Source: an optimization exercise on an open RTL-to-GDS flow (aim: small area and a short achievable clock period). Production flows keep margins and buffers that such runs may drop. No run shown here included a check of the RTL's function; only the layout flow was run. Power and IR drop assume default switching activity.

===== flow/flow/run.sh =====
#!/bin/bash
# The standard layout (standard.sh), with two changes:
# - port buffers are a real buffer cell, not the delay cell buffer_ports
#   picks by default;
# - after synthesis every combinational cell is set to its smallest drive
#   (downsize.py), and placement and timing repair size up what needs it.
set -euo pipefail
export BUFFER_PORTS_ARGS="-buffer_cell sky130_fd_sc_hd__buf_4"
bash standard.sh synth > synth.log 2>&1
R=orfs/results/sky130hd/executor/base
python3 flow/downsize.py "$FLOW_HOME/platforms/sky130hd/lib/sky130_fd_sc_hd__tt_025C_1v80.lib" \
    $R/1_2_yosys.v $R/1_2_yosys_small.v > downsize.log 2>&1
mv $R/1_2_yosys_small.v $R/1_2_yosys.v
rm -f $R/1_synth.odb $R/1_synth.sdc
bash standard.sh > standard.log 2>&1

===== flow/flow/downsize.py =====
#!/usr/bin/env python3
"""Set every combinational cell of a netlist to the smallest drive of its type.

Reads the liberty file for cell areas; cells whose names differ only in the
drive suffix (_0, _1, _2, ...) share function and pins. Sequential cells,
tie cells and anything without a smaller variant are left alone. The placer
and the timing repair size cells up again where slew, load or timing need it.
usage: downsize.py LIB NETLIST_IN NETLIST_OUT
"""
import re
import sys

lib, src, dst = sys.argv[1:4]
text = open(lib).read()
area = {}
for m in re.finditer(r'cell\s*\(\s*"?(sky130_fd_sc_hd__\w+)"?\s*\)\s*\{\s*(.*?)area\s*:\s*([\d.]+)', text, re.S):
    area[m.group(1)] = float(m.group(3))

keep = ('df', 'edf', 'sdf', 'dl', 'sedf', 'conb', 'tap', 'fill', 'decap', 'lpflow', 'probe',
        'clkbuf', 'clkinv', 'clkdly', 'dlygate', 'dlymetal', 'buf', 'inv', 'bufinv', 'bufbuf')
groups = {}
for cell in area:
    m = re.match(r'sky130_fd_sc_hd__(\w+?)_(\d+)$', cell)
    if not m:
        continue
    base = m.group(1)
    if base.startswith(keep):
        continue
    groups.setdefault(base, []).append(cell)

best = {}
for base, cells in groups.items():
    # smallest area; among equal areas the larger drive
    cells.sort(key=lambda c: (area[c], -int(c.rsplit('_', 1)[1])))
    for c in cells:
        best[c] = cells[0]

count = 0
out = []
for line in open(src):
    m = re.match(r'(\s*)(sky130_fd_sc_hd__\w+)(\s.*)', line)
    if m and m.group(2) in best and best[m.group(2)] != m.group(2):
        line = m.group(1) + best[m.group(2)] + m.group(3) + '\n'
        count += 1
    out.append(line)
open(dst, 'w').write(''.join(out))
print(f'downsized {count} cells')

===== flow/standard.sh =====
#!/bin/bash
# synth_recipe.tcl (not shown) runs the flow's synth.tcl, then flattens the netlist and writes it again
# the make line also repeats each setting of config.mk as NAME=value (left out here)
make -C /OpenROAD-flow-scripts/flow DESIGN_CONFIG=/design/flow/config.mk WORK_HOME=/design/flow/orfs CLKGATE_MAP_FILE= SYNTH_SCRIPT=/design/flow/synth_recipe.tcl "${@:-finish}"

===== flow/config.mk =====
export PLATFORM = sky130hd
export DESIGN_NAME = executor
export DESIGN_NICKNAME = executor
export VERILOG_FILES = /design/flow/design.v
export SDC_FILE = /design/flow/constraint.sdc
export NUM_CORES = 8
export LEC_CHECK = 0
export CAP_MARGIN = 20
export CORE_MARGIN = 2
export CORE_UTILIZATION = 55
export CTS_CLUSTER_DIAMETER = 100
export CTS_CLUSTER_SIZE = 28
export PLACE_DENSITY = 0.65
export SETUP_SLACK_MARGIN = 5
export SLEW_MARGIN = 20
export SYNTH_HIERARCHICAL = 1
export TNS_END_PERCENT = 5

===== flow/constraint.sdc =====
create_clock -name core_clock -period 10.0 [get_ports {clk}]
set_input_delay 2.0000 -clock core_clock [delete_from_list [all_inputs] [get_ports {clk}]]
set_output_delay 2.0000 -clock core_clock [all_outputs]
set_load 0.01 [all_outputs]

===== flow/design.v =====
`default_nettype none
package arm_exec_pkg;
    typedef logic [32-1:0] word_t;
    typedef struct packed {
        logic n;
        logic z;
        logic c;
        logic v;
    } flags_t;
    typedef enum logic [3:0] {
        OP_EOR = 4'd1,
        OP_SUB = 4'd2,
        OP_ADD = 4'd4,
        OP_TST = 4'd8,
        OP_TEQ = 4'd9,
        OP_CMP = 4'd10,
        OP_ORR = 4'd12,
        OP_MOV = 4'd13,
        OP_BIC = 4'd14,
        OP_MVN = 4'd15
    } opcode_t;
    typedef enum logic [3:0] {
        COND_EQ = 4'd0,
        COND_NE = 4'd1,
        COND_CS = 4'd2,
        COND_CC = 4'd3,
        COND_MI = 4'd4,
        COND_PL = 4'd5,
        COND_VS = 4'd6,
        COND_VC = 4'd7,
        COND_HI = 4'd8,
        COND_LS = 4'd9,
        COND_GE = 4'd10,
        COND_LT = 4'd11,
        COND_GT = 4'd12,
        COND_LE = 4'd13,
        COND_AL = 4'd14
    } cond_t;
    typedef enum logic [1:0] {
        SHIFT_LSL = 2'd0,
        SHIFT_LSR = 2'd1,
        SHIFT_ASR = 2'd2,
        SHIFT_ROR = 2'd3
    } shift_t;
    typedef enum logic [1:0] {
        FMT_DATA   = 2'd0,
        FMT_MEMORY = 2'd1,
        FMT_BRANCH = 2'd2
    } format_t;
endpackage
`default_nettype wire
`timescale 1ns/1ps
`default_nettype none
module shift_step #(
    parameter int W = 32,
    parameter int D = 1
) (
    input  logic [W+D-1:0] in,
    input  logic           s,
    output logic [W-1:0]   out
);
    assign out = ~(s ? in[W+D-1:D] : in[W-1:0]);
endmodule
module shift_ctl (
    input  logic [1:0] shift_type,
    output logic       lsl,
    output logic       asr,
    output logic       ror
);
    assign lsl = (shift_type == 2'd0);
    assign asr = (shift_type == 2'd2);
    assign ror = (shift_type == 2'd3);
endmodule
module shift_field (
    input  logic [31:0] rm_value,
    input  logic        lsl,
    input  logic        asr,
    input  logic        ror,
    output logic [62:0] field_n
);
    for (genvar i = 0; i < 32; i++) begin : g_low
        assign field_n[i] = ~(lsl ? rm_value[31 - i] : rm_value[i]);
    end
    for (genvar i = 0; i < 31; i++) begin : g_high
        assign field_n[32 + i] = ~((ror & rm_value[i]) | (asr & rm_value[31]));
    end
endmodule
module operand_shifter (
    input  logic [31:0] rm_value,
    input  logic [4:0]  amount,
    input  logic [1:0]  shift_type,
    output logic        lsl,
    output logic [31:0] shifted      
);
    logic        asr;
    logic        ror;
    logic [62:0] field_n;
    logic [46:0] st16;
    logic [38:0] st8_n;
    logic [34:0] st4;
    logic [32:0] st2_n;
    shift_ctl u_ctl (
        .shift_type (shift_type),
        .lsl        (lsl),
        .asr        (asr),
        .ror        (ror)
    );
    shift_field u_field (
        .rm_value (rm_value),
        .lsl      (lsl),
        .asr      (asr),
        .ror      (ror),
        .field_n  (field_n)
    );
    shift_step #(.W(47), .D(16)) u_st16 (.in(field_n), .s(amount[4]), .out(st16));
    shift_step #(.W(39), .D(8))  u_st8  (.in(st16),    .s(amount[3]), .out(st8_n));
    shift_step #(.W(35), .D(4))  u_st4  (.in(st8_n),   .s(amount[2]), .out(st4));
    shift_step #(.W(33), .D(2))  u_st2  (.in(st4),     .s(amount[1]), .out(st2_n));
    shift_step #(.W(32), .D(1))  u_st1  (.in(st2_n),   .s(amount[0]), .out(shifted));
endmodule
module operand_select #(
    parameter int W = 32
) (
    input  logic [W-1:0] imm,
    input  logic [W-1:0] fwd,
    input  logic [W-1:0] rev,
    input  logic         take_imm,
    input  logic         take_fwd,
    input  logic         take_rev,
    output logic [W-1:0] y
);
    assign y = (imm & {W{take_imm}}) | (fwd & {W{take_fwd}}) | (rev & {W{take_rev}});
endmodule
`default_nettype wire
`timescale 1ns/1ps
`default_nettype none
module pg_start (
    input  logic a,
    input  logic b,
    output logic gn,     
    output logic tn      
);
    assign gn = ~(a & b);
    assign tn = ~(a | b);
endmodule
module pg_n2p (
    input  logic gn,
    input  logic tn,
    input  logic gpn,
    input  logic tpn,
    output logic g,
    output logic t
);
    assign g = ~(gn & (tn | gpn));
    assign t = ~(tn | tpn);
endmodule
module pg_p2n (
    input  logic g,
    input  logic t,
    input  logic gp,
    input  logic tp,
    output logic gn,
    output logic tn
);
    assign gn = ~(g | (t & gp));
    assign tn = ~(t & tp);
endmodule
module g_n2p (
    input  logic gn,
    input  logic tn,
    input  logic gpn,
    output logic g
);
    assign g = ~(gn & (tn | gpn));
endmodule
module g_p2n (
    input  logic g,
    input  logic t,
    input  logic gp,
    output logic gn
);
    assign gn = ~(g | (t & gp));
endmodule
module xor2_cell (
    input  logic a,
    input  logic b,
    output logic y
);
    assign y = a ^ b;
endmodule
module nor4_cell (
    input  logic a,
    input  logic b,
    input  logic c,
    input  logic d,
    output logic y
);
    assign y = ~(a | b | c | d);
endmodule
module nor2_cell (
    input  logic a,
    input  logic b,
    output logic y
);
    assign y = ~(a | b);
endmodule
module zero32 (
    input  logic [31:0] x,
    output logic        zero
);
    logic [7:0] q;
    logic [1:0] h_n;
    for (genvar i = 0; i < 8; i++) begin : g_q
        nor4_cell u_nor (.a(x[4*i]), .b(x[4*i+1]), .c(x[4*i+2]), .d(x[4*i+3]), .y(q[i]));
    end
    for (genvar i = 0; i < 2; i++) begin : g_h
        nand4_cell u_nand (.a(q[4*i]), .b(q[4*i+1]), .c(q[4*i+2]), .d(q[4*i+3]), .y(h_n[i]));
    end
    nor2_cell u_all (.a(h_n[0]), .b(h_n[1]), .y(zero));
endmodule
module inv_cell (
    input  logic a,
    output logic y
);
    assign y = ~a;
endmodule
module prefix_carry #(
    parameter int W = 32
) (
    input  logic [W-1:0] a,
    input  logic [W-1:0] b,
    output logic [W-1:0] gen
);
    localparam int L = (W > 8) ? 5 : 3;    
    logic [W-1:0] g [L+1];
    logic [W-1:0] t [L+1];
    for (genvar i = 0; i < W; i++) begin : g_start
        pg_start u_cell (.a(a[i]), .b(b[i]), .gn(g[0][i]), .tn(t[0][i]));
    end
    for (genvar l = 0; l < L; l++) begin : g_level
        localparam int D = 1 << l;
        for (genvar i = 0; i < W; i++) begin : g_bit
            if (i >= 2 * D) begin : g_pg
                if (l % 2 == 0) begin : g_n
                    pg_n2p u_cell (.gn(g[l][i]), .tn(t[l][i]), .gpn(g[l][i-D]), .tpn(t[l][i-D]),
                                   .g(g[l+1][i]), .t(t[l+1][i]));
                end else begin : g_p
                    pg_p2n u_cell (.g(g[l][i]), .t(t[l][i]), .gp(g[l][i-D]), .tp(t[l][i-D]),
                                   .gn(g[l+1][i]), .tn(t[l+1][i]));
                end
            end else if (i >= D) begin : g_g
                if (l % 2 == 0) begin : g_n
                    g_n2p u_cell (.gn(g[l][i]), .tn(t[l][i]), .gpn(g[l][i-D]), .g(g[l+1][i]));
                end else begin : g_p
                    g_p2n u_cell (.g(g[l][i]), .t(t[l][i]), .gp(g[l][i-D]), .gn(g[l+1][i]));
                end
                assign t[l+1][i] = 1'b0;
            end else begin : g_pass
                inv_cell u_cell (.a(g[l][i]), .y(g[l+1][i]));
                assign t[l+1][i] = 1'b0;
            end
        end
    end
    assign gen = g[L];
endmodule
module dataproc_alu (
    input  logic [3:0]  opcode,
    input  logic [31:0] rn_value,
    input  logic [31:0] operand2,
    output logic        is_arith,
    output logic [31:0] sum,
    output logic [31:0] logic_res,
    output logic        writes_rd,
    output logic        supported,
    output logic [3:0]  flags_out    
);
    logic        is_sub;
    logic [31:0] a;
    logic [31:0] gen;
    logic [31:0] hs;
    logic [31:0] zero_bits;
    logic        z_arith;
    logic        z_logic;
    assign is_sub   = (opcode == 4'd2) || (opcode == 4'd10);
    assign is_arith = is_sub || (opcode == 4'd4);
    assign a  = rn_value ^ {32{is_sub}};
    for (genvar i = 0; i < 32; i++) begin : g_hs
        xor2_cell u_hs (.a(rn_value[i]), .b(operand2[i]), .y(hs[i]));
    end
    prefix_carry #(.W(32)) u_carry (.a(a), .b(operand2), .gen(gen));
    assign sum[0] = hs[0];
    for (genvar i = 1; i < 32; i++) begin : g_sum
        xor2_cell u_sum (.a(hs[i]), .b(gen[i-1]), .y(sum[i]));
    end
    logic [31:0] zero_carry;
    assign zero_carry = {rn_value[30:0] | operand2[30:0], 1'b0} & {32{~is_sub}};
    for (genvar i = 0; i < 32; i++) begin : g_zb
        xor2_cell u_zb (.a(hs[i]), .b(zero_carry[i]), .y(zero_bits[i]));
    end
    zero32 u_z_arith (.x(zero_bits), .zero(z_arith));
    always_comb begin
        case (opcode)
            4'd8:    logic_res = rn_value & operand2;    
            4'd12:   logic_res = rn_value | operand2;    
            4'd13:   logic_res = operand2;               
            4'd14:   logic_res = rn_value & ~operand2;   
            4'd15:   logic_res = ~operand2;              
            default: logic_res = hs;                     
        endcase
    end
    zero32 u_z_logic (.x(logic_res), .zero(z_logic));
    always_comb begin
        case (opcode)
            4'd1, 4'd2, 4'd4, 4'd12, 4'd13, 4'd14, 4'd15: begin
                writes_rd = 1'b1;
                supported = 1'b1;
            end
            4'd8, 4'd9, 4'd10: begin
                writes_rd = 1'b0;
                supported = 1'b1;
            end
            default: begin
                writes_rd = 1'b0;
                supported = 1'b0;
            end
        endcase
    end
    assign flags_out[3] = is_arith ? sum[31] : logic_res[31];
    assign flags_out[2] = is_arith ? z_arith : z_logic;
    assign flags_out[1] = is_arith & (gen[31] ^ is_sub);
    assign flags_out[0] = is_arith & ((rn_value[31] ^ operand2[31]) == is_sub)
                          & (operand2[31] ^ gen[30]);
endmodule
`default_nettype wire
`timescale 1ns/1ps
`default_nettype none
module mux2i_cell (
    input  logic a,
    input  logic b,
    input  logic s,
    output logic y
);
    assign y = ~(s ? b : a);
endmodule
module condition_values (
    input  logic [3:0]  flags,   
    output logic [15:0] value
);
    logic n, z, c, v;
    assign {n, z, c, v} = flags;
    assign value[0]  = z;
    assign value[1]  = ~z;
    assign value[2]  = c;
    assign value[3]  = ~c;
    assign value[4]  = n;
    assign value[5]  = ~n;
    assign value[6]  = v;
    assign value[7]  = ~v;
    assign value[8]  = c & ~z;                   
    assign value[9]  = ~c | z;                   
    assign value[10] = (n == v);                 
    assign value[11] = (n != v);                 
    assign value[12] = ~z & (n == v);            
    assign value[13] = z | (n != v);             
    assign value[14] = 1'b1;                     
    assign value[15] = 1'b1;                     
endmodule
module condition_check (
    input  logic [3:0] flags,    
    input  logic [3:0] cond,
    output logic       passes
);
    logic [15:0] value;
    logic [7:0]  m1_n;
    logic [3:0]  m2;
    logic [1:0]  m3_n;
    condition_values u_values (.flags(flags), .value(value));
    for (genvar j = 0; j < 8; j++) begin : g_m1
        mux2i_cell u_mux (.a(value[2*j]), .b(value[2*j+1]), .s(cond[0]), .y(m1_n[j]));
    end
    for (genvar j = 0; j < 4; j++) begin : g_m2
        mux2i_cell u_mux (.a(m1_n[2*j]), .b(m1_n[2*j+1]), .s(cond[1]), .y(m2[j]));
    end
    for (genvar j = 0; j < 2; j++) begin : g_m3
        mux2i_cell u_mux (.a(m2[2*j]), .b(m2[2*j+1]), .s(cond[2]), .y(m3_n[j]));
    end
    mux2i_cell u_m4 (.a(m3_n[0]), .b(m3_n[1]), .s(cond[3]), .y(passes));
endmodule
`default_nettype wire
`timescale 1ns/1ps
`default_nettype none
module mem_row_decode (
    input  logic [7:0]  addr,
    output logic [31:0] hi,      
    output logic [31:0] lo
);
    logic [7:0] hi0;
    logic [7:0] lo0;
    logic [7:0] hi1;
    logic [7:0] lo1;
    for (genvar i = 0; i < 8; i++) begin : g_line
        assign hi0[i] = (addr[7:5] == 3'(i));
        assign lo0[i] = (addr[4:2] == 3'(i));
    end
    assign lo1 = {lo0[6:0], lo0[7]};
    assign hi1 = lo0[7] ? {hi0[6:0], hi0[7]} : hi0;
    for (genvar k = 0; k < 4; k++) begin : g_bank
        logic next;
        assign next = (addr[1:0] > 2'(k));
        assign hi[8*k +: 8] = next ? hi1 : hi0;
        assign lo[8*k +: 8] = next ? lo1 : lo0;
    end
endmodule
module aoi22_cell (
    input  logic a1,
    input  logic a2,
    input  logic b1,
    input  logic b2,
    output logic y
);
    assign y = ~((a1 & a2) | (b1 & b2));
endmodule
module nand3_cell (
    input  logic a,
    input  logic b,
    input  logic c,
    output logic y
);
    assign y = ~(a & b & c);
endmodule
module nand4_cell (
    input  logic a,
    input  logic b,
    input  logic c,
    input  logic d,
    output logic y
);
    assign y = ~(a & b & c & d);
endmodule
module byte_select8 (
    input  logic [63:0] data,    
    input  logic [7:0]  sel,
    output logic [7:0]  y
);
    for (genvar b = 0; b < 8; b++) begin : g_bit
        logic [3:0] t_n;
        for (genvar q = 0; q < 4; q++) begin : g_pair
            aoi22_cell u_aoi (
                .a1 (sel[2*q]),
                .a2 (data[8*(2*q) + b]),
                .b1 (sel[2*q+1]),
                .b2 (data[8*(2*q+1) + b]),
                .y  (t_n[q])
            );
        end
        nand4_cell u_nand (.a(t_n[0]), .b(t_n[1]), .c(t_n[2]), .d(t_n[3]), .y(y[b]));
    end
endmodule
module bank_read_mux (
    input  logic [511:0] bank,
    input  logic [7:0]   hi,
    input  logic [7:0]   lo,
    output logic [7:0]   data
);
    logic [63:0] group;      
    for (genvar h = 0; h < 8; h++) begin : g_group
        byte_select8 u_lo (.data(bank[64*h +: 64]), .sel(lo), .y(group[8*h +: 8]));
    end
    byte_select8 u_hi (.data(group), .sel(hi), .y(data));
endmodule
module addr_adder (
    input  logic [7:0] rn,
    input  logic [7:0] offset,
    input  logic       up,
    output logic [7:0] addr
);
    logic [7:0] gen;
    logic [7:0] hs;
    prefix_carry #(.W(8)) u_carry (.a(rn ^ {8{~up}}), .b(offset), .gen(gen));
    for (genvar i = 0; i < 8; i++) begin : g_bit
        xor2_cell u_hs  (.a(rn[i]), .b(offset[i]), .y(hs[i]));
    end
    assign addr[0] = hs[0];
    for (genvar i = 1; i < 8; i++) begin : g_sum
        xor2_cell u_sum (.a(hs[i]), .b(gen[i-1]), .y(addr[i]));
    end
endmodule
module field_select (
    input  logic [7:0] line0,    
    input  logic       carry,
    input  logic       up,
    output logic [7:0] line
);
    logic keep;
    logic turn_up;
    logic turn_down;
    assign keep      = ~carry;
    assign turn_up   = carry & up;
    assign turn_down = carry & ~up;
    for (genvar i = 0; i < 8; i++) begin : g_line
        logic y_n;
        a222oi_cell u_sel (
            .a1 (keep),      .a2 (line0[i]),
            .b1 (turn_up),   .b2 (line0[(i + 7) % 8]),
            .c1 (turn_down), .c2 (line0[(i + 1) % 8]),
            .y  (y_n)
        );
        inv_cell u_inv (.a(y_n), .y(line[i]));
    end
endmodule
module bank_row_address (
    input  logic [7:0] base,
    input  logic [7:0] offset,
    input  logic       up,
    input  logic       en,
    output logic [7:0] hi,
    output logic [7:0] lo,
    output logic [1:0] lane      
);
    logic [7:0] x;
    logic [7:0] g;
    logic [7:0] t;
    logic [7:0] hs;
    assign x  = base ^ {8{~up}};
    assign g  = x & offset;
    assign t  = x | offset;
    assign hs = base ^ offset;
    logic [4:0] gen;
    prefix_carry #(.W(5)) u_carry (.a(x[4:0]), .b(offset[4:0]), .gen(gen));
    logic [2:0] lo_field;
    logic [2:0] hi_field;
    assign lo_field[0] = hs[2];
    assign lo_field[1] = hs[3] ^ g[2];
    assign lo_field[2] = hs[4] ^ (g[3] | (t[3] & g[2]));
    assign hi_field[0] = hs[5];
    assign hi_field[1] = hs[6] ^ g[5];
    assign hi_field[2] = hs[7] ^ (g[6] | (t[6] & g[5]));
    logic [7:0] lo0;
    logic [7:0] hi0;
    for (genvar i = 0; i < 8; i++) begin : g_line
        assign lo0[i] = (lo_field == 3'(i));
        assign hi0[i] = en && (hi_field == 3'(i));
    end
    field_select u_lo (.line0(lo0), .carry(gen[1]), .up(up), .line(lo));
    field_select u_hi (.line0(hi0), .carry(gen[4]), .up(up), .line(hi));
    assign lane[0] = hs[0];
    assign lane[1] = hs[1] ^ g[0];
endmodule
module a222oi_cell (
    input  logic a1,
    input  logic a2,
    input  logic b1,
    input  logic b2,
    input  logic c1,
    input  logic c2,
    output logic y
);
    assign y = ~((a1 & a2) | (b1 & b2) | (c1 & c2));
endmodule
module mem_read_port (
    input  logic [2047:0] mem,       
    input  logic [7:0]    rn,
    input  logic [7:0]    offset,
    input  logic          up,
    input  logic          en,
    output logic [31:0]   bytes,     
    output logic [1:0]    lane       
);
    for (genvar k = 0; k < 4; k++) begin : g_bank
        logic [7:0] base;
        logic [7:0] hi;
        logic [7:0] lo;
        logic [1:0] bank_lane;
        assign base = rn + 8'(3 - k);
        bank_row_address u_row (
            .base   (base),
            .offset (offset),
            .up     (up),
            .en     (en),
            .hi     (hi),
            .lo     (lo),
            .lane   (bank_lane)
        );
        bank_read_mux u_mux (
            .bank (mem[512*k +: 512]),
            .hi   (hi),
            .lo   (lo),
            .data (bytes[8*k +: 8])
        );
        if (k == 3) begin : g_lane
            assign lane = bank_lane;
        end
    end
endmodule
module mem_word_rotate (
    input  logic [31:0] bytes,       
    input  logic [1:0]  lane,        
    output logic [31:0] word
);
    for (genvar j = 0; j < 4; j++) begin : g_lane
        logic [1:0] k;
        assign k = lane + 2'(j);
        assign word[8*(3-j) +: 8] = bytes[8*k +: 8];
    end
endmodule
module mem_write_port (
    input  logic [7:0]   addr,
    input  logic         en,
    input  logic [31:0]  word,
    output logic [255:0] row_en,     
    output logic [255:0] row_hold,   
    output logic [31:0]  bytes       
);
    logic [31:0] hi;
    logic [31:0] lo;
    mem_row_decode u_decode (
        .addr (addr),
        .hi   (hi),
        .lo   (lo)
    );
    for (genvar k = 0; k < 4; k++) begin : g_bank
        logic [1:0] j;
        assign j = 2'(k) - addr[1:0];
        assign bytes[8*k +: 8] = word[8*(3-j) +: 8];
        for (genvar r = 0; r < 64; r++) begin : g_row
            nand3_cell u_hold (
                .a (hi[8*k + r/8]),
                .b (lo[8*k + r%8]),
                .c (en),
                .y (row_hold[64*k + r])
            );
            inv_cell u_en (.a(row_hold[64*k + r]), .y(row_en[64*k + r]));
        end
    end
endmodule
`default_nettype wire
`timescale 1ns/1ps
`default_nettype none
module executor (
    input  logic        clk,
    input  logic        nreset,
    input  logic        enable,
    input  logic [31:0] decoder_inst,
    input  logic [31:0] rn_value,
    input  logic [31:0] rd_rm_value,    
    input  logic [31:0] pc,
    output logic        ready,
    output logic [3:0]  cpsr,
    output logic        condition_passes,
    output logic [31:0] executor_inst,
    output logic        update_pc,
    output logic [31:0] new_pc,
    output logic        update_rd,
    output logic [31:0] rd_value
);
    logic [31:0] inst;
    logic [1:0]  fmt;
    assign inst = decoder_inst;
    assign fmt  = inst[27:26];
    logic cond_passes;
    condition_check u_condition_check (
        .flags  (cpsr),
        .cond   (inst[31:28]),
        .passes (condition_passes)
    );
    condition_check u_condition_internal (
        .flags  (cpsr),
        .cond   (inst[31:28]),
        .passes (cond_passes)
    );
    logic data_op;
    logic memory_op;
    logic branch_op;
    logic is_data;
    logic is_branch;
    assign data_op   = enable && (fmt == 2'd0);
    assign memory_op = enable && (fmt == 2'd1);
    assign branch_op = enable && (fmt == 2'd2);
    assign is_data   = cond_passes && data_op;
    assign is_branch = cond_passes && branch_op;
    logic [31:0] shifted;
    logic [31:0] shifted_rev;
    logic        shift_lsl;
    operand_shifter u_operand_shifter (
        .rm_value   (rd_rm_value),
        .amount     (inst[11:7]),
        .shift_type (inst[6:5]),
        .lsl        (shift_lsl),
        .shifted    (shifted)
    );
    for (genvar i = 0; i < 32; i++) begin : g_rev
        assign shifted_rev[i] = shifted[31 - i];
    end
    logic [31:0] rotated_imm;
    assign rotated_imm = 32'({24'd0, inst[7:0], 24'd0, inst[7:0]} >> {inst[11:8], 1'b0});
    logic [31:0] operand2;
    operand_select #(.W(32)) u_operand2 (
        .imm      (rotated_imm),
        .fwd      (shifted),
        .rev      (shifted_rev),
        .take_imm (inst[25]),
        .take_fwd (!inst[25] && !shift_lsl),
        .take_rev (!inst[25] && shift_lsl),
        .y        (operand2)
    );
    logic        alu_is_arith;
    logic [31:0] alu_sum;
    logic [31:0] alu_logic;
    logic        alu_writes_rd;
    logic        alu_supported;
    logic [3:0]  alu_flags;
    dataproc_alu u_dataproc_alu (
        .opcode    (inst[24:21]),
        .rn_value  (rn_value),
        .operand2  (operand2),
        .is_arith  (alu_is_arith),
        .sum       (alu_sum),
        .logic_res (alu_logic),
        .writes_rd (alu_writes_rd),
        .supported (alu_supported),
        .flags_out (alu_flags)
    );
    logic [7:0] offset8;
    logic [7:0] store_addr;
    operand_select #(.W(8)) u_offset (
        .imm      (inst[7:0]),
        .fwd      (shifted[7:0]),
        .rev      (shifted_rev[7:0]),
        .take_imm (!inst[25]),
        .take_fwd (inst[25] && !shift_lsl),
        .take_rev (inst[25] && shift_lsl),
        .y        (offset8)
    );
    addr_adder u_store_addr (
        .rn     (rn_value[7:0]),
        .offset (inst[7:0]),
        .up     (inst[23]),
        .addr   (store_addr)
    );
    logic mem_read_en;
    logic mem_write_en;
    assign mem_read_en  = cond_passes && (memory_op && inst[20]);
    assign mem_write_en = cond_passes && (memory_op && !inst[20] && !inst[25]);
    logic [2047:0] mem;          
    logic [255:0]  mem_row_en;
    logic [255:0]  mem_row_hold;
    logic [31:0]   mem_bytes;
    mem_write_port u_mem_write (
        .addr     (store_addr),
        .en       (mem_write_en),
        .word     (rd_rm_value),
        .row_en   (mem_row_en),
        .row_hold (mem_row_hold),
        .bytes    (mem_bytes)
    );
    always_ff @(posedge clk) begin
        for (int i = 0; i < 256; i++) begin
            mem[8*i +: 8] <= (mem_bytes[8*(i/64) +: 8] & {8{mem_row_en[i]}})
                             | (mem[8*i +: 8] & {8{mem_row_hold[i]}});
        end
    end
    logic [31:0] load_bytes;
    logic [31:0] load_bytes_q;
    logic [1:0]  load_lane_q;
    logic [31:0] load_word;
    logic [1:0]  load_lane;
    mem_read_port u_mem_read (
        .mem    (mem),
        .rn     (rn_value[7:0]),
        .offset (offset8),
        .up     (inst[23]),
        .en     (mem_read_en),
        .bytes  (load_bytes),
        .lane   (load_lane)
    );
    always_ff @(posedge clk) begin
        load_bytes_q <= load_bytes;
        load_lane_q  <= load_lane;
    end
    mem_word_rotate u_mem_rotate (
        .bytes (load_bytes_q),
        .lane  (load_lane_q),
        .word  (load_word)
    );
    logic [29:0] link_word;
    logic [30:0] branch_sum;
    logic [31:0] branch_target;
    logic [31:0] link_value;
    assign link_word     = pc[31:2] + 30'd1;
    assign branch_sum    = {link_word, 1'b1} + {{6{inst[23]}}, inst[23:0], 1'b1};
    assign branch_target = {branch_sum[30:1], pc[1:0]};
    assign link_value    = {link_word, pc[1:0]};
    logic        result_valid;
    logic        take_sum;
    logic        take_logic;
    logic        take_link;
    logic [31:0] next_result;
    logic [31:0] result_q;
    assign take_sum     = cond_passes && (!nreset && data_op && alu_writes_rd && alu_is_arith);
    assign take_logic   = cond_passes && (!nreset && data_op && alu_writes_rd && !alu_is_arith);
    assign take_link    = cond_passes && (!nreset && branch_op && inst[24]);
    assign result_valid = cond_passes && ((data_op && alu_writes_rd) || (branch_op && inst[24]));
    assign next_result  = (alu_sum & {32{take_sum}}) | (alu_logic & {32{take_logic}})
                          | (link_value & {32{take_link}});
    always_ff @(posedge clk) begin
        result_q <= next_result;
    end
    logic       flags_take;
    logic       flags_hold;
    logic [3:0] next_cpsr;
    logic flags_op;
    assign flags_op   = !nreset && data_op && inst[20] && alu_supported;
    assign flags_take = cond_passes && flags_op;
    assign flags_hold = !nreset && !(cond_passes && flags_op);
    assign next_cpsr  = (alu_flags & {4{flags_take}}) | (cpsr & {4{flags_hold}});
    always_ff @(posedge clk) begin
        cpsr <= next_cpsr;
    end
    logic inst_take;
    logic inst_hold;
    logic pc_take;
    logic pc_hold;
    assign inst_take = !nreset && enable;
    assign inst_hold = !nreset && !enable;
    assign pc_take   = cond_passes && (!nreset && branch_op);
    assign pc_hold   = !nreset && !(cond_passes && branch_op);
    always_ff @(posedge clk) begin
        executor_inst <= (inst & {32{inst_take}}) | (executor_inst & {32{inst_hold}});
        new_pc        <= (branch_target & {32{pc_take}}) | (new_pc & {32{pc_hold}});
    end
    always_ff @(posedge clk) begin
        if (nreset) begin
            ready     <= 1'b0;
            update_pc <= 1'b0;
            update_rd <= 1'b0;
        end else begin
            ready     <= enable;
            update_pc <= is_branch;
            update_rd <= result_valid || mem_read_en;
        end
    end
    assign rd_value = result_q | load_word;
endmodule
`default_nettype wire

==> impl_metrics.toml, run 1 <==
[clock_tree]
cts-htree-levels = 3
cts_buffers = 90
ctsLongestPathBuffers = 3
cts.sinks = 2185
clk_pin_slew_worst_paths_ns = 0.11
root_buffer = "clkbuf_16"
cts_tree = "built"
clock_latency_ns = 0.81
hold_buffers = 0

[critical_path]
critPathKind = "input port to flop"
required_ns = 10.64
cp_max_fo = 28
reg2regPathDepth = 17
cp-end-kind = "flop"
r2r_end = "load_bytes_q[7]$_DFF_P_"
cp_data_arrival_time_ns = 7.72
rrSetupSlack_ns = 5.37
start_kind = "input port"
rr_startpoint = "cpsr[3]$_DFF_P_"

[status]
outcome = "timing/DRC/antenna clean"

[global_routing]
antenna_found_initial = 38
gr-usage-all-layers = 0.391
grt_pass1_wl_mm = 539
grt_start_max_net_pins = 152
grt_pass1_vias = 79000
grt_overflow = 0

[floorplanning]
core_area_mm2 = 0.176
die_y_um = 424
boundaryPins = 235
fp.dieW_um = 424
rows = 154
initial_core_util = 0.553
fp.dieArea_mm2 = 0.180

[job]
drv_cap = 0

[sta]
finalCritPeriodShare = 0.708
rsz0062_at_grt = "yes"
min_period_ns = 7.08
tightestPinTransition_ns = 1.24
slew_viol_final = 0
fmax_ghz = 0.141
skew_ns = 0.0389
finalSetupViolCount = 0
hold_violations = 0
slew_headroom = 0.171
fin_tns_setup_ns = 0

[placed_design]
globalplace.congestion = 0.984
dp.cells = 11500
port_buffers = 234
dpl.hpwl_mm = 232

[power]
p_clk_frac = 0.242
p_per_area_mw_per_mm2 = 173
p_int_mw = 12.2
combPwrFrac = 0.270
p_sw_mw = 6.51
seq_power_share = 0.488
switching_share = 0.348
peakVddDrop_mv = 0.141
p_leak_nw = 43.2

[routing]
routed_wl_mm = 371
dr_wl_met2_mm = 159
wl_met3_mm = 40.1
post_drt_wl_per_cell_um = 30.9
top_layer_used = "met5"
drt_first_pass_iters = 13
ant_nets = 0
viasPerCell = 7.22
vias = 86700
drt-met1-wl_mm = 149
drtIter0Drc = 12900
drc = 0

[cells_and_area]
drive_gt1_frac = 0.161
regArea_mm2 = 0.0437
area.growth.synth_to_final_pct = 11.5
instances_no_fill = 12000
layout.nets = 9788
fillCellCount = 14600
multiInputGateArea_mm2 = 0.0504

[worst_hold_path]
min_path_type = "flop to flop"
hold_start = "new_pc[28]$_DFF_P_"
min_path_cells = 2
worstHoldEndpoint = "new_pc[28]$_DFF_P_"

[synthesis]
syn_avg_cell_area_um2 = 9.94
mappedNetlistArea_mm2 = 0.0971
syn_inst = 9768
ys.warnings.count = 21
-- routing by layer --
layer,global-route usage,vias to the layer above
met5,0,-
met4,0.205,6
met3,0.0783,1001
met2,0.578,5650
met1,0.539,42700
li1,-,37300
-- what timing repair did --
action                                  4_1_cts  5_1_grt
cloned                                       52       12
buffers inserted                            166       99
gates resized for setup                     454      401
endpoints found under the setup margin     2118     2101
pin swaps                                   153      243
-- critical path: stages --
cell and delay [ns]:
buf_16 0.13, nor2_4 0.18, buf_6 0.13, buf_12 0.11, buf_16 0.14, mux2i_4 0.24, mux2i_1 0.13, mux2i_1 0.27
mux2i_1 0.18, mux2i_1 0.28, mux2i_1 0.17, a222oi_1 0.38, buf_4 0.23, clkinvlp_4 0.21, buf_4 0.20, and2_1 0.15
mux4_2 0.48, nand2_1 0.12, mux2i_1 0.12, a222oi_1 0.45, inv_2 0.15, buf_12 0.20, a22oi_2 0.25, nand4_1 0.19
a22oi_2 0.38, nand4_1 0.21
-- placed cells by master, fill, tap and decap left out, types with 36 or more instances in the layout --
cell type / count
nand2_1: 269
xnor2_1: 140
xor2_1: 147
mux2i_1: 314
mux4_2: 72
buf_6: 39
inv_2: 62
dfxtp_1: 2184
ha_1: 46
nand2b_1: 36
a211oi_1: 64
o21ai_1: 181
mux2i_2: 40
buf_4: 516
a22oi_2: 299
clkbuf_16: 98
diode_2: 42
a21oi_1: 116
inv_1: 382
or2_2: 46
buf_12: 48
nor2_1: 253
a21oi_2: 36
nand3_1: 340
nand4_1: 306
a222oi_1: 104
a22o_1: 2051
a22oi_1: 894
-- layout make-up --
class                           instances  share of cell area
Antenna cell                           42            0.000971
Clock buffer                           92              0.0213
Clock inverter                         14             0.00187
Inverter                              469              0.0187
Multi-Input combinational cell       6180               0.465
Sequential cell                      2185               0.404
Tap cell                             2340              0.0270
Timing Repair Buffer                  642              0.0570
Timing Repair inverter                 42             0.00368
-- how the worst max path moves through the flow --
| stage | start | cells past startpoint | end |
|---|---|---|---|
| global route | decoder_inst[5] | 29 | load_bytes_q[16]$_DFF_P_ |
| global placement | decoder_inst[6] | 22 | load_bytes_q[12]$_DFF_P_ |
| floorplan | decoder_inst[28] | 9 | mem[1015]$_DFF_P_ |
| detailed placement | decoder_inst[6] | 21 | load_bytes_q[9]$_DFF_P_ |
| finish | decoder_inst[5] | 26 | load_bytes_q[25]$_DFF_P_ |
| CTS | decoder_inst[6] | 28 | load_bytes_q[7]$_DFF_P_ |
-- registers in the layout (all words and copies together) (netlist names) --
register,count
cpsr,4
executor_inst,32
load_bytes_q,32
load_lane_q,2
mem,2048
new_pc,32
ready,1
result_q,32
update_pc,1
update_rd,1
-- power by group through the flow --
stage | clock [mW] | sequential, mW | combinational, mW
3_3_place_gp | 0 | 9.31 | 3.81
5_1_grt | 4.86 | 9.16 | 5.18
3_5_place_dp | 0 | 9.31 | 3.86
6_report | 4.54 | 9.13 | 5.06
2_1_floorplan | 0 | 9.26 | 2.36
4_1_cts | 4.58 | 9.12 | 4.49
-- through the flow --
step	cell area, um^2	hold slack (ns)	setup WS (ns)	total power [mW]	utilization
global route	108000	0.474	2.84	19.2	0.616
finish	108000	0.454	2.92	18.7	0.616
global placement	98700	0.439	1.08	13.1	0.562
floorplan	97100	0.440	2.14	11.6	-
detailed placement	98800	0.443	0.935	13.2	0.562
CTS	105000	0.458	3.43	18.2	0.600
==> inputs of run 2 (changes only) <==
--- a/flow/design.v
+++ b/flow/design.v
@@ -74,11 +74,17 @@
 module shift_field (
     input  logic [31:0] rm_value,
-    input  logic        lsl,
+    input  logic [1:0]  shift_type,
     input  logic        asr,
     input  logic        ror,
     output logic [62:0] field_n
 );
-    for (genvar i = 0; i < 32; i++) begin : g_low
-        assign field_n[i] = ~(lsl ? rm_value[31 - i] : rm_value[i]);
+    for (genvar b = 0; b < 4; b++) begin : g_low
+        logic lsl_b;
+        logic asr_b;
+        logic ror_b;
+        shift_ctl u_ctl (.shift_type(shift_type), .lsl(lsl_b), .asr(asr_b), .ror(ror_b));
+        for (genvar i = 8 * b; i < 8 * b + 8; i++) begin : g_bit
+            assign field_n[i] = ~(lsl_b ? rm_value[31 - i] : rm_value[i]);
+        end
     end
     for (genvar i = 0; i < 31; i++) begin : g_high
@@ -107,6 +113,6 @@
     );
     shift_field u_field (
-        .rm_value (rm_value),
-        .lsl      (lsl),
+        .rm_value   (rm_value),
+        .shift_type (shift_type),
         .asr      (asr),
         .ror      (ror),
@@ -119,4 +125,11 @@
     shift_step #(.W(32), .D(1))  u_st1  (.in(st2_n),   .s(amount[0]), .out(shifted));
 endmodule
+module nand2_cell (
+    input  logic a,
+    input  logic b,
+    output logic y
+);
+    assign y = ~(a & b);
+endmodule
 module operand_select #(
     parameter int W = 32
@@ -130,5 +143,13 @@
     output logic [W-1:0] y
 );
-    assign y = (imm & {W{take_imm}}) | (fwd & {W{take_fwd}}) | (rev & {W{take_rev}});
+    for (genvar i = 0; i < W; i++) begin : g_bit
+        logic imm_n;
+        logic fwd_n;
+        logic rev_n;
+        nand2_cell u_imm (.a(imm[i]), .b(take_imm), .y(imm_n));
+        nand2_cell u_fwd (.a(fwd[i]), .b(take_fwd), .y(fwd_n));
+        nand2_cell u_rev (.a(rev[i]), .b(take_rev), .y(rev_n));
+        nand3_cell u_or  (.a(imm_n), .b(fwd_n), .c(rev_n), .y(y[i]));
+    end
 endmodule
 `default_nettype wire
@@ -492,19 +513,17 @@
     output logic [7:0] line
 );
-    logic keep;
-    logic turn_up;
-    logic turn_down;
-    assign keep      = ~carry;
-    assign turn_up   = carry & up;
-    assign turn_down = carry & ~up;
+    logic [7:0] line1;
     for (genvar i = 0; i < 8; i++) begin : g_line
-        logic y_n;
-        a222oi_cell u_sel (
-            .a1 (keep),      .a2 (line0[i]),
-            .b1 (turn_up),   .b2 (line0[(i + 7) % 8]),
-            .c1 (turn_down), .c2 (line0[(i + 1) % 8]),
-            .y  (y_n)
-        );
-        inv_cell u_inv (.a(y_n), .y(line[i]));
+        assign line1[i] = up ? line0[(i + 7) % 8] : line0[(i + 1) % 8];
+        assign line[i]  = carry ? line1[i] : line0[i];
+    end
+endmodule
+module decode3 (
+    input  logic [2:0] x,
+    input  logic       en,
+    output logic [7:0] y
+);
+    for (genvar i = 0; i < 8; i++) begin : g_line
+        assign y[i] = en && (x == 3'(i));
     end
 endmodule
@@ -525,21 +544,25 @@
     assign g  = x & offset;
     assign t  = x | offset;
-    assign hs = base ^ offset;
+    for (genvar i = 0; i < 8; i++) begin : g_hs
+        xor2_cell u_hs (.a(base[i]), .b(offset[i]), .y(hs[i]));
+    end
     logic [4:0] gen;
     prefix_carry #(.W(5)) u_carry (.a(x[4:0]), .b(offset[4:0]), .gen(gen));
+    logic [2:0] lo_carry;
+    logic [2:0] hi_carry;
     logic [2:0] lo_field;
     logic [2:0] hi_field;
+    assign lo_carry = {g[3] | (t[3] & g[2]), g[2], 1'b0};
+    assign hi_carry = {g[6] | (t[6] & g[5]), g[5], 1'b0};
     assign lo_field[0] = hs[2];
-    assign lo_field[1] = hs[3] ^ g[2];
-    assign lo_field[2] = hs[4] ^ (g[3] | (t[3] & g[2]));
     assign hi_field[0] = hs[5];
-    assign hi_field[1] = hs[6] ^ g[5];
-    assign hi_field[2] = hs[7] ^ (g[6] | (t[6] & g[5]));
+    for (genvar i = 1; i < 3; i++) begin : g_field
+        xor2_cell u_lo (.a(hs[2 + i]), .b(lo_carry[i]), .y(lo_field[i]));
+        xor2_cell u_hi (.a(hs[5 + i]), .b(hi_carry[i]), .y(hi_field[i]));
+    end
     logic [7:0] lo0;
     logic [7:0] hi0;
-    for (genvar i = 0; i < 8; i++) begin : g_line
-        assign lo0[i] = (lo_field == 3'(i));
-        assign hi0[i] = en && (hi_field == 3'(i));
-    end
+    decode3 u_lo_dec (.x(lo_field), .en(1'b1), .y(lo0));
+    decode3 u_hi_dec (.x(hi_field), .en(en),   .y(hi0));
     field_select u_lo (.line0(lo0), .carry(gen[1]), .up(up), .line(lo));
     field_select u_hi (.line0(hi0), .carry(gen[4]), .up(up), .line(hi));
--- a/flow/flow/downsize.py
+++ b/flow/flow/downsize.py
@@ -6,5 +6,6 @@
 tie cells and anything without a smaller variant are left alone. The placer
 and the timing repair size cells up again where slew, load or timing need it.
-usage: downsize.py LIB NETLIST_IN NETLIST_OUT
+usage: downsize.py LIB NETLIST_IN NETLIST_OUT [TYPE ...]
+With TYPEs (such as a22oi), only cells of those types are downsized.
 """
 import re
@@ -12,4 +13,5 @@
 
 lib, src, dst = sys.argv[1:4]
+only = set(sys.argv[4:])
 text = open(lib).read()
 area = {}
@@ -25,5 +27,7 @@
         continue
     base = m.group(1)
-    if base.startswith(keep):
+    if base.startswith(keep) and base not in only:
+        continue
+    if only and base not in only:
         continue
     groups.setdefault(base, []).append(cell)
==> impl_metrics.toml, run 2 <==
[placed_design]
port_buffers = 234
globalplace.congestion = 0.996
place_area_mm2 = 0.0989
dpl.hpwl_mm = 235

[global_routing]
grt_pass1_vias = 79000
grt_use_met3 = 0.0803
antenna_found_initial = 22
grt_pass1_wl_mm = 539
grt_start_max_net_pins = 136
global_route.usage.met2 = 0.587
gr-usage-all-layers = 0.392
grt_overflow = 0
grt_busiest_layer = "met2"
grt_util_met1 = 0.531

[power]
p_per_area_mw_per_mm2 = 182
p_leak_nw = 42.6
peakVddDrop_mv = 0.144

[sta]
min_period_ns = 6.21
fmax_ghz = 0.161
hold_violations = 0
slew_headroom = 0.169
rsz0062_at_grt = "yes"
slew_viol_final = 0
whs_ns = 0.454
tightestPinTransition_ns = 1.25
finalCritPeriodShare = 0.621
skew_ns = 0.0405
fin_tns_setup_ns = 0
finalSetupViolCount = 0

[cells_and_area]
largest_register_ffs = 2048
mostFrequentLayoutCell = "dfxtp_1"
largest-register = "mem"
post-route-util = 0.624
layout.nets = 9764
final_cell_mix = "2184 x dfxtp_1, 2055 x a22o_1, 764 x a22oi_1"
fin_area_mm2 = 0.109
fillCellCount = 14200
area.growth.synth_to_final_pct = 12.5
drive_gt1_frac = 0.163

[critical_path]
cp_max_fo = 12
start_kind = "input port"
critPathKind = "input port to flop"
cp-end-kind = "flop"
required_ns = 10.67
cp_data_arrival_time_ns = 6.87

[clock_tree]
clock_latency_ns = 0.82
cts.sinks = 2185
cts-htree-levels = 3
clk_pin_slew_worst_paths_ns = 0.11
cts_tree = "built"
cts_buffers = 93
hold_buffers = 0
ctsLongestPathBuffers = 3
root_buffer = "clkbuf_16"

[floorplanning]
rows = 153
die_y_um = 423
fp.dieArea_mm2 = 0.179
core_area_mm2 = 0.174
initial_core_util = 0.555
boundaryPins = 235
fp.dieW_um = 423

[synthesis]
syn_inst = 9786
syn_avg_cell_area_um2 = 9.89
mappedNetlistArea_mm2 = 0.0967
ys.warnings.count = 21

[routing]
post_drt_wl_per_cell_um = 31.3
drtIter0Drc = 11300
vias = 85900
drc = 0
ant_nets = 0
drt_first_pass_iters = 6
routed_wl_mm = 374
viasPerCell = 7.19

[status]
outcome = "timing/DRC/antenna clean"

[job]
drv_cap = 0

[worst_hold_path]
min_path_type = "flop to flop"
==> run 2: changes by cell type in the layout (fill, tap and decap cells not counted), sizes merged, moves of 47 or more <==
cell	previous run	this run
inv	484	361
nand3	348	395
a222oi	104	0
nor2	283	347
buf	635	567
a21oi	152	216
nand2	282	386
==> run 2: power by group <==
part,switching (mW),internal [mW],leakage (nW)
Sequential,0.258,8.98,17.6
Combinational,4.20,1.76,23.7
Clock,2.90,1.76,1.30
Total,7.36,12.5,42.6
==> run 2: routing by layer <==
layer / vias to the layer above / wire (um)
li1: 37100 / -
met1: 42500 / 150000
met2: 5203 / 161000
met3: 1047 / 38700
met4: 10 / 25100
met5: - / 70
==> run 2: final cells by class <==
class                      instances  area [um^2]  area share
inverter                         361         1390      0.0127
multi-input combinational       6365        52100       0.479
antenna                           20         50.0    0.000460
sequential                      2185        43700       0.402
clock inverter                    20          308     0.00283
clock buffer                      95         2360      0.0217
tap                             2325         2910      0.0267
timing repair inverter             2         15.0    0.000138
timing repair buffer             578         5910      0.0543
==> run 2: per-stage QoR <==
step / total power [mW] / instances / worst slack (ns)
after floorplan: 12.0 / 9816 / 2.14
after detailed placement: 14.0 / 11600 / 1.27
after global placement: 13.9 / 11600 / 1.43
after CTS: 19.4 / 11900 / 4.16
after global routing: 20.3 / 11900 / 3.74
final: 19.9 / 12000 / 3.79
==> run 2: final timing paths <==
check	depth (start not counted)	slack (ns)	end	start
setup / recovery	24	3.79	load_bytes_q[12]$_DFF_P_	decoder_inst[6]
hold / removal	2	0.45	new_pc[19]$_DFF_P_	new_pc[19]$_DFF_P_
setup reg to reg	14	5.24	mem[93]$_DFF_P_	cpsr[3]$_DFF_P_
hold reg to reg	2	0.45	new_pc[19]$_DFF_P_	new_pc[19]$_DFF_P_
==> run 2: worst max-delay path, cell delays in order <==
cell and delay [ns]:
buf_16 0.13, nor2_4 0.13, buf_12 0.16, mux2i_4 0.26, mux2i_1 0.14, mux2i_1 0.28
buf_4 0.17, buf_4 0.09, mux2i_1 0.10, mux2i_1 0.28, mux2i_2 0.15, nand2_1 0.16
nand3_4 0.24, xor2_2 0.34, xor2_4 0.32, and4b_2 0.33, buf_4 0.16, nor2_4 0.17
a21oi_4 0.08, buf_4 0.20, a22oi_1 0.23, nand4_1 0.21, a22oi_2 0.36, nand4_1 0.13
==> run 2: what timing repair did <==
action,CTS,global route
cloned,39,14
pin swaps,212,139
setup buffers,157,29
resized for setup,698,203
endpoints found under the setup margin,2121,2113
==> inputs of run 3 (changes only) <==
==> flow/flow/run.sh (replaced) <==
#!/bin/bash
# The standard layout (standard.sh), with two changes:
# - port buffers are a real buffer cell, not the delay cell buffer_ports
#   picks by default;
# - after synthesis the memory's cells (a22oi, nand4, nand3, a22o) are set to
#   their smallest drive
#   (downsize.py), and placement and timing repair size up what needs it.
set -euo pipefail
export BUFFER_PORTS_ARGS="-buffer_cell sky130_fd_sc_hd__buf_4"
bash standard.sh synth > synth.log 2>&1
R=orfs/results/sky130hd/executor/base
python3 flow/downsize.py "$FLOW_HOME/platforms/sky130hd/lib/sky130_fd_sc_hd__tt_025C_1v80.lib" \
    $R/1_2_yosys.v $R/1_2_yosys_small.v a22oi nand4 nand3 a22o > downsize.log 2>&1
mv $R/1_2_yosys_small.v $R/1_2_yosys.v
rm -f $R/1_synth.odb $R/1_synth.sdc
bash standard.sh > standard.log 2>&1
==> impl_metrics.toml, run 3 <==
[cells_and_area]
post-route-util = 0.620
mostFrequentLayoutCell = "dfxtp_1"
drive_gt1_frac = 0.177
final_cell_mix = "2184 x dfxtp_1, 2055 x a22o_1, 827 x a22oi_1"
fillCellCount = 14500
instances_no_fill = 11900
area.growth.synth_to_final_pct = 12.0
layout.nets = 9742
largest_register_ffs = 2048
largest-register = "mem"

[floorplanning]
die_y_um = 425
fp.dieW_um = 425
fp.dieArea_mm2 = 0.181
boundaryPins = 235
initial_core_util = 0.554
rows = 154
core_area_mm2 = 0.176

[sta]
finalCritPeriodShare = 0.627
tightestPinTransition_ns = 1.20
rsz0062_at_grt = "yes"
hold_violations = 0
fmax_ghz = 0.159
slew_headroom = 0.193
min_period_ns = 6.27
fin_tns_setup_ns = 0
skew_ns = 0.0554
slew_viol_final = 0
timing.final.ws_setup_ns = 3.73
finalSetupViolCount = 0

[routing]
vias = 84800
viasPerCell = 7.11
drt_first_pass_iters = 8
ant_nets = 0
drtIter0Drc = 10500
routed_wl_mm = 359
drc = 0
post_drt_wl_per_cell_um = 30.1

[global_routing]
grt_start_max_net_pins = 122
gr-usage-all-layers = 0.370
grt_pass1_wl_mm = 516
grt_overflow = 0
grt_pass1_vias = 78300
antenna_found_initial = 26

[clock_tree]
ctsLongestPathBuffers = 3
cts.sinks = 2185
root_buffer = "clkbuf_16"
clk_pin_slew_worst_paths_ns = 0.10
cts_buffers = 91
cts-htree-levels = 3
clock_latency_ns = 0.82
hold_buffers = 0
cts_tree = "built"

[power]
p_leak_nw = 42.9
p_clk_frac = 0.231
switching_share = 0.369
p_per_area_mw_per_mm2 = 182
combPwrFrac = 0.304
peakVddDrop_mv = 0.161
seq_power_share = 0.465
p_sw_mw = 7.32
p_int_mw = 12.5

[critical_path]
cp_data_arrival_time_ns = 6.89
critPathLaunch = "decoder_inst[5]"
rr_startpoint = "cpsr[0]$_DFF_P_"
required_ns = 10.61
cp_max_fo = 64
start_kind = "input port"
cp-end-kind = "flop"
critPathKind = "input port to flop"

[placed_design]
globalplace.congestion = 0.973
dpl.hpwl_mm = 225
port_buffers = 234
dp.cells = 11600
post-place-ws_ns = 1.36

[worst_hold_path]
hold_start = "new_pc[24]$_DFF_P_"
min_path_type = "flop to flop"

[synthesis]
syn_avg_cell_area_um2 = 9.98
ys.warnings.count = 21
syn_inst = 9786
mappedNetlistArea_mm2 = 0.0977

[status]
outcome = "timing/DRC/antenna clean"

[job]
drv_cap = 0
## run 3: layer usage
metal / wire, um / up-vias / global-route usage
met4: 22100 / 2 / 0.191
met3: 34100 / 884 / 0.0640
met2: 157000 / 4815 / 0.564
met5: 13 / - / 0
met1: 146000 / 42100 / 0.502
li1: - / 37000 / -
## run 3: per-stage QoR
stage          cell area [um^2]  hold slack, ns  power [mW]
6_report                 109000           0.468        19.9
5_1_grt                  109000           0.490        20.4
4_1_cts                  106000           0.473        19.2
3_5_place_dp              99800           0.448        14.0
3_3_place_gp              99800           0.443        14.0
2_1_floorplan             97900           0.440        12.1
## run 3: cell type report
type	count	area, um^2	area share
Clock buffer	92	2290	0.0209
Multi-Input combinational cell	6352	52600	0.481
Timing Repair Buffer	573	6110	0.0558
Tap cell	2340	2930	0.0268
Inverter	361	1380	0.0126
Antenna cell	15	37.5	0.000343
Sequential cell	2185	43700	0.400
Clock inverter	16	264	0.00241
## run 3: power by group through the flow
stage               clock [mW]  combinational, mW  sequential (mW)
floorplan                    0               2.78             9.29
global placement             0               4.55             9.41
detailed placement           0               4.59             9.41
CTS                       4.63               5.34             9.22
global route              4.91               6.18             9.26
finish                    4.59               6.04             9.24
## run 3: timing repair
item                                    in CTS  in global routing
endpoints found under the setup margin    1921               1934
pin swaps                                  149                242
buffers inserted                           117                 40
gates cloned                                32                 28
resized for setup                          448                441
## run 3: worst max-delay path, stage by stage
cell and delay (ns):
buf_16 0.12, nor2_4 0.12, buf_12 0.16, mux2i_2 0.25, mux2i_1 0.13, mux2i_1 0.24, mux2i_1 0.14, mux2i_1 0.29
mux2i_1 0.16, nand2_1 0.15, nand3_4 0.15, buf_12 0.18, nor2b_4 0.12, o21bai_1 0.19, a32oi_2 0.10, xor2_2 0.43
and4b_2 0.33, mux2i_4 0.17, a21oi_4 0.09, buf_12 0.19, a22oi_2 0.23, nand4_1 0.23, a22oi_2 0.41, nand4_1 0.23
## run 3: path summary, 6_finish.rpt
check             slack, ns  depth (start not counted)                      end
setup / recovery       3.73                         24  load_bytes_q[2]$_DFF_P_
hold / removal         0.47                          2       new_pc[24]$_DFF_P_
setup reg to reg       5.66                         14        mem[1212]$_DFF_P_
hold reg to reg        0.47                          2       new_pc[24]$_DFF_P_

==> what the ideal ports hide <==
No port has a modelled driver above. Below, the same layouts with a new extraction and two added sets of constraints.
Step 1 assumes that a clkbuf_16 drives the clock port and a buf_2 every other input.
Step 2 times the ports against the registers' clock, not the clock port: input delays grow and output delays shrink by t, the midpoint of the rising clock arrivals with the driver on.
Three values: ideal, step 1, step 2; two values: the first two.
| run | t, ns | setup slack, ns | latest minus earliest clock arrival (ns) | cell pins on the clock port's net |
|---|---|---|---|---|
| run 1 | 0.888 | 2.924 / 2.959 / 2.071 | 0.050 / 0.050 | 1 |
| run 2 | 0.896 | 3.794 / 3.624 / 2.728 | 0.053 / 0.052 | 1 |
| run 3 | 0.877 | 3.728 / 3.692 / 2.815 | 0.063 / 0.063 | 1 |
After both steps setup and hold are still met in every run listed. For run 2, which loses most, drivers alone change the setup slack by -0.170 ns; drivers and shift together by -1.066 ns.
